This design comes from an exercise in tuning for small area and a short achievable clock period on the open sky130 flow, not from production work.
Only simulation tests tie the RTL to the original design; equivalence was not proved.
Power figures rest on the tool's default switching activity, not on a simulated workload.

Design tdisto_accum, start of the top module:
module tdisto_accum (
  input  logic        clk,
  input  logic        rst_n,
  input  logic        start,
  input  logic [15:0] tlambda,
  input  logic [31:0] sum_a,
  input  logic        done_a,
  input  logic [31:0] sum_b,
  input  logic        done_b,
  output logic        busy,
  output logic [31:0] disto,
  output logic        disto_valid,
  output logic        err
);
Size: ~1800 cells after synthesis, ~120 I/O pins, roughly 0.015 sq mm of cells after synthesis.
Settings: LEC_CHECK=0, CAP_MARGIN=20, CORE_MARGIN=2, CORE_UTILIZATION=60, SETUP_SLACK_MARGIN=3.2, SLEW_MARGIN=20; clock period 7.0 ns.
standard.sh (not shown) runs the stock make flow with config.mk's settings and CLKGATE_MAP_FILE= SYNTH_SCRIPT=/design/flow/synth_recipe.tcl, a recipe that flattens the netlist after the stock synthesis.
==> flow/flow/run.sh <==
#!/bin/bash
# The standard layout, with plain buffers on the ports instead of the
# delay-cell buffers that buffer_ports picks by default.
set -euo pipefail
export BUFFER_PORTS_ARGS="-buffer_cell sky130_fd_sc_hd__buf_1"
bash standard.sh finish > standard_flow.log 2>&1
The first run passed the timing, design-rule and antenna checks.
==> next run, changes <==
Settings changed: SETUP_SLACK_MARGIN 3.2 to 2.6.
After rerunning: The new run passed the timing, design-rule and antenna checks; setup slack gets worse by 4.9 ps; final area decreases by roughly a tenth; global-route usage decreases by 2.3 points; via count decreases by a few percent; utilization decreases by 7.5 points; fmax hardly moves; wire length decreases by a little under a tenth; final cell count decreases by a few percent; sequential cell count stays the same; power decreases by a quarter to a third.
==> next run, changes <==
Settings changed: SETUP_SLACK_MARGIN 2.6 to 3.0.
=>
- via count is higher by 2.8%
- sequential share of layout area is lower by 1.1 points
- critical path depth is higher by 2
- setup slack improves by 150 ps
- final area is higher by 7.5%
- area after synthesis does not change
- global-route usage is higher by 0.65 points
- wire length is higher by 5.0%
- utilization is higher by 5.1 points
- die area is unchanged
- count of clock-buffer cells in the layout is higher by 1

* * *

## red
Starting RTL as in the previous note.
clock: 7.0 ns
lec_check: 0
cap_margin: 20
core_margin: 2
core_utilization: 60
gpl_routability_driven: 0
setup_slack_margin: 2.8
slew_margin: 20
Scripts as last shown in full above: flow/flow/run.sh
red: flow completed, timing, DRC and antenna clean
diff inputs: red => blue
-- flow/config.mk --
<<< red, line 9
export CORE_MARGIN = 2
export CORE_UTILIZATION = 60
export GPL_ROUTABILITY_DRIVEN = 0
export SETUP_SLACK_MARGIN = 2.8
export SLEW_MARGIN = 20
>>> blue, line 9
export CORE_MARGIN = 2
export CORE_UTILIZATION = 60
export CTS_CLUSTER_DIAMETER = 120
export CTS_CLUSTER_SIZE = 30
export SETUP_SLACK_MARGIN = 2.5
export SLEW_MARGIN = 20
[summary]
blue was carried through to the last stage, and its layout satisfied the timing, design-rule and antenna checks.
On blue: achievable frequency is about 2% lower than what red gave.
blue against red: final worst slack lost 0.091 ns, final instance count without filler cells now smaller, arrival time of data at the critical path endpoint moved up.
The following lists how green was set up differently from blue:
-- flow/config.mk --
<<< blue, line 8
export CAP_MARGIN = 20
export CORE_MARGIN = 2
export CORE_UTILIZATION = 60
export CTS_CLUSTER_DIAMETER = 120
export CTS_CLUSTER_SIZE = 30
export SETUP_SLACK_MARGIN = 2.5
export SLEW_MARGIN = 20
>>> green, line 8
export CAP_MARGIN = 20
export CORE_MARGIN = 2
export CORE_UTILIZATION = 50
export SETUP_SLACK_MARGIN = 2.8
export SLEW_MARGIN = 20
### Flow results
Global-route usage over all layers: green vs blue down 4.2 points
Number of multi-input combinational cells in the layout across green and blue: no real change.
Relative to blue, met3 layer wire length in the routed design has decreased by 560 µm in green.
| half-perimeter wire length after detailed placement | green vs blue | worse |
Of green and blue, the lower wire length belongs to blue.
Final standard cell area without fillers up about 4.3% in green wrt blue
STATUS worst slew margin relative to its limit: green wins against blue
Relative to green, the following input files were edited for orange:
-- flow/config.mk --
<<< green, line 8
export CAP_MARGIN = 20
export CORE_MARGIN = 2
export CORE_UTILIZATION = 50
export SETUP_SLACK_MARGIN = 2.8
export SLEW_MARGIN = 20
>>> orange, line 8
export CAP_MARGIN = 20
export CORE_MARGIN = 2
export CORE_UTILIZATION = 60
export SETUP_SLACK_MARGIN = 2.5
export SLEW_MARGIN = 20
==> comparison <==
Looking at combinational power, orange sits 8.3% lower than green does.
Taking green as the reference, in orange largest stage delay on the critical path neither gained nor lost much, clock-buffer cell count decreased by 1 relative to the old numbers, post-CTS clock slew at the launch and capture registers of the worst setup and hold paths closely matched the old numbers, number of fill cells in the layout now smaller.
orange: PASS, flow complete, no timing, DRC or antenna violations
Comparing orange against green, there is no change at all in post-synth net total.
[inputs] purple vs orange
-- flow/config.mk --
<<< orange, line 9
export CORE_MARGIN = 2
export CORE_UTILIZATION = 60
export SETUP_SLACK_MARGIN = 2.5
export SLEW_MARGIN = 20
>>> purple, line 9
export CORE_MARGIN = 2
export CORE_UTILIZATION = 60
export SETUP_SLACK_MARGIN = 2.8
export SLEW_MARGIN = 20
Findings:
Compared with orange, in purple core utilization increased by 1.6 points relative to the old numbers, met1 wire length increased by about 3% relative to the old numbers.
purple reports a lower number of fill cells in the layout than orange does.

[static timing again, ports no longer ideal]
The flow's constraints put no driver on any port. The routed layouts listed below were extracted and timed again, unchanged, in two steps.
Step 1 (the two cells are an assumption about what drives the block):
set clk [get_ports {clk}]
set_driving_cell -lib_cell sky130_fd_sc_hd__clkbuf_16 $clk
set_driving_cell -lib_cell sky130_fd_sc_hd__buf_2 [delete_from_list [all_inputs] $clk]
Step 2 adds t to the input delays and takes it off the output delays; t is the mean of the earliest and latest rising clock arrival at the registers after step 1. Input paths then give back, and output paths get back, about the clock's delay inside the block.
a / b / c = ideal / step 1 / step 2; a / b = the first two.
run	shift t [ns]	slack for setup (ns)	worst setup path after step 2	latest minus earliest clock arrival (ns)	worst slew at a driven data input, ns
the first run of note 1	0.496	2.692 / 2.692 / 2.539	input to register	0.014 / 0.014	0.06
the second run of note 1	0.492	2.687 / 2.687 / 2.522	input to register	0.014 / 0.014	0.05
the third run of note 1	0.493	2.836 / 2.836 / 2.572	input to register	0.021 / 0.021	0.06
red	0.498	2.781 / 2.781 / 2.593	input to register	0.012 / 0.012	0.04
blue	0.493	2.690 / 2.690 / 2.497	input to register	0.016 / 0.016	0.05
green	0.504	2.838 / 2.838 / 2.571	input to register	0.010 / 0.010	0.06
orange	0.493	2.690 / 2.690 / 2.497	input to register	0.016 / 0.016	0.05
purple	0.484	2.817 / 2.817 / 2.613	input to register	0.010 / 0.010	0.05
After both steps setup and hold are still met in every run listed. For green, which loses most, drivers alone change the setup slack by 0.000 ns; drivers and shift together by -0.267 ns.
